This is an optimization exercise on Yosys and OpenROAD, whose aim is small area, not a production implementation.
Function was checked by simulation only, so behaviour that the tests miss may differ from the original.
Power figures rest on the tool's default switching activity, not on a simulated workload. The flow treats the clock pin as an ideal source, which a real chip does not have.

## zinc
// char_buf_arbiter
module char_buf_arbiter #(
  parameter int         COLS       = 10,
  parameter int         ROWS       = 16,
  parameter logic [7:0] CLEAR_CHAR = 8'h20
) (
  input  logic       clk,
  input  logic       rst,
  input  logic [7:0] rd_xy,
  output logic [7:0] rd_code,
  input  logic       a_req,
  input  logic [7:0] a_xy,
  input  logic [7:0] a_code,
  output logic       a_gnt,
  input  logic       b_req,
  input  logic [7:0] b_xy,
  input  logic [7:0] b_code,
  output logic       b_gnt,
  input  logic       clr_req,
  output logic       busy
);
  localparam int NENT = COLS * 16;
  logic       clearing_q;    
  logic [7:0] clr_addr_q;    
  logic       rr_last_b_q;   
  logic [7:0] rd_code_q;
  logic [7:0] mem [NENT];
  logic            idle;
  logic            wr_en;
  logic [7:0]      wr_addr;
  logic [7:0]      wr_data;
  logic [NENT-1:0] wr_sel;
  logic [NENT-1:0] rd_sel;
  logic [7:0]      rd_data;
  assign idle  = !rst && !clearing_q;
  assign busy  = !idle;
  assign a_gnt = idle && !clr_req && a_req && (!b_req || rr_last_b_q);
  assign b_gnt = idle && !clr_req && b_req && !(a_req && rr_last_b_q);
  always_comb begin
    if (clearing_q) begin
      wr_addr = clr_addr_q;
      wr_data = CLEAR_CHAR;
    end else if (a_gnt) begin
      wr_addr = a_xy;
      wr_data = a_code;
    end else begin
      wr_addr = b_xy;
      wr_data = b_code;
    end
  end
  assign wr_en = !rst && (clearing_q || a_gnt || b_gnt);
  always_ff @(posedge clk) begin
  ...
clock: 5.0 ns
lec_check: 0
cap_margin: 20
core_margin: 2
core_utilization: 75
cts_buf_list: sky130_fd_sc_hd__clkbuf_16
cts_cluster_diameter: 100
cts_cluster_size: 30
gpl_timing_driven: 0
place_density: 0.8
slew_margin: 20
synth_hierarchical: 1
synth_minimum_keep_size: 0
run.sh (not shown) runs the stock make flow with config.mk's settings and CLKGATE_MAP_FILE= SYNTH_SCRIPT=/design/flow/synth_recipe.tcl, a recipe that flattens the netlist after the stock synthesis.
[flow] zinc | stages: complete | final checks: fail | reason: setup timing
Here is what was changed in the inputs of delta compared with zinc.
==> flow/flow/run.sh (new file) <==
#!/bin/bash
# Own layout flow: the standard flow (standard synthesis, floorplan, power
# grid, taps, placement, routing) with two changes:
#  - port buffers use buf_2 instead of the default delay buffer;
#  - clock tree synthesis with larger sink clusters and no dummy loads.
set -euo pipefail
export BUFFER_PORTS_ARGS="-buffer_cell sky130_fd_sc_hd__buf_2"
export CTS_ARGS="-sink_clustering_enable -repair_clock_nets -sink_clustering_size 30 -sink_clustering_max_diameter 100 -buf_list sky130_fd_sc_hd__clkbuf_16 -dont_use_dummy_load"
bash standard.sh > standard.log 2>&1
==> flow/standard.sh (new file) <==
#!/bin/bash
# synth_recipe.tcl (not shown) runs the flow's synth.tcl, then flattens the netlist and writes it again
# the make line also repeats each setting of config.mk as NAME=value (left out here)
make -C /OpenROAD-flow-scripts/flow DESIGN_CONFIG=/design/flow/config.mk WORK_HOME=/design/flow/orfs CLKGATE_MAP_FILE= SYNTH_SCRIPT=/design/flow/synth_recipe.tcl "${@:-finish}"
removed: flow/run.sh
### Flow results
delta finished every stage and its layout cleared the timing, DRC and antenna checks.
delta: wire length on met2 1.0 mm below zinc
Compared with zinc, delta shows a maximum frequency that is about 13% higher.
Relative to zinc, met3 global-route usage has increased by 0.68 points in delta.
Edits applied to the flow inputs when going from delta to pepper:
--- a/flow/config.mk
+++ b/flow/config.mk
@@ -8 +8 @@
-export CAP_MARGIN = 20
+export CAP_MARGIN = 10
@@ -10,4 +10 @@
-export CORE_UTILIZATION = 75
-export CTS_BUF_LIST = sky130_fd_sc_hd__clkbuf_16
-export CTS_CLUSTER_DIAMETER = 100
-export CTS_CLUSTER_SIZE = 30
+export CORE_UTILIZATION = 80
@@ -15,2 +12,2 @@
-export PLACE_DENSITY = 0.8
-export SLEW_MARGIN = 20
+export PLACE_DENSITY = 0.85
+export SLEW_MARGIN = 10
| pepper | all stages done | FAIL | capacitance limit, slew limit, setup timing |. There was hardly any difference in combinational power between pepper and delta. Re mean instance size in the synthesized netlist: no difference whatsoever between delta and pepper. pepper has met1 capacity usage during global routing above what delta had. Status: total number of nets in the final design parity (pepper, delta).
The inputs of indigo differ from those of pepper as listed below.
--- a/flow/flow/run.sh
+++ b/flow/flow/run.sh
@@ -8 +8 @@
-export CTS_ARGS="-sink_clustering_enable -repair_clock_nets -sink_clustering_size 30 -sink_clustering_max_diameter 100 -buf_list sky130_fd_sc_hd__clkbuf_16 -dont_use_dummy_load"
+export CTS_ARGS="-sink_clustering_enable -repair_clock_nets -sink_clustering_size 34 -sink_clustering_max_diameter 100 -buf_list sky130_fd_sc_hd__clkbuf_16 -dont_use_dummy_load"
--- a/flow/config.mk
+++ b/flow/config.mk
@@ -8 +8 @@
-export CAP_MARGIN = 10
+export CAP_MARGIN = 20
@@ -10 +10,4 @@
-export CORE_UTILIZATION = 80
+export CORE_UTILIZATION = 75
+export CTS_BUF_LIST = sky130_fd_sc_hd__clkbuf_16
+export CTS_CLUSTER_DIAMETER = 100
+export CTS_CLUSTER_SIZE = 30
@@ -12,2 +15,2 @@
-export PLACE_DENSITY = 0.85
-export SLEW_MARGIN = 10
+export PLACE_DENSITY = 0.8
+export SLEW_MARGIN = 20
==> results.txt <==
indigo ran to completion and came out clean on the timing, DRC and antenna checks.
The critical path capture point comes out mem[54][3]$_DFFE_PP_ in one run and mem[92][0]$_DFFE_PP_ in the other, namely in indigo and pepper respectively.
The count of inserted antenna diode cells of indigo falls short of that of pepper by 3.
Of indigo and pepper, indigo shows the lower clock buffer count from CTS, with pepper above it.
Between indigo and pepper, the difference in design area is negligible.
From pepper to indigo the numbers moved as follows: maximum frequency from static timing analysis went up by 9.5%; setup slack at placement went up by 0.39 ns; final max-slew violation count went down by 11.
[indigo] detailed-routing wirelength on met1 rose about 8% relative to pepper
Between indigo and pepper, the number of vias per cell after detailed routing is lower for indigo.
Total length of routed wires improves in indigo relative to pepper.

==> port drivers added, routing unchanged <==
How much do the figures lean on ideal ports? The routed layouts below were timed once more, with nothing changed but the port constraints.
Step 1 (the two cells are an assumption about what drives the block):
set clk [get_ports {clk}]
set_driving_cell -lib_cell sky130_fd_sc_hd__clkbuf_16 $clk
set_driving_cell -lib_cell sky130_fd_sc_hd__buf_2 [delete_from_list [all_inputs] $clk]
Step 2 moves the port delays by t, midway between the first and last clock arrival at a register: inputs arrive t later, outputs are due t later. That takes back most of the time a late clock gives input paths.
Three values: no drivers, after step 1, after step 2; two values: the first two.
run | t (ns) | slack for setup (ns) | latest minus earliest clock arrival (ns) | slew at the worst register clock pin (ns)
zinc | 0.704 | -0.312 / -0.271 / -0.975 | 0.035 / 0.036 | 0.12 / 0.12
delta | 0.680 | 0.296 / 0.321 / -0.341 | 0.068 / 0.068 | 0.11 / 0.11
pepper | 0.686 | -0.277 / -0.236 / -0.922 | 0.078 / 0.078 | 0.11 / 0.11
indigo | 0.673 | 0.181 / 0.206 / -0.448 | 0.083 / 0.083 | 0.12 / 0.12
With both steps, setup timing fails in delta and indigo, where it was met with ideal ports. The setup slack of zinc, which loses most, moves by +0.041 ns with the drivers and by -0.663 ns with both steps.
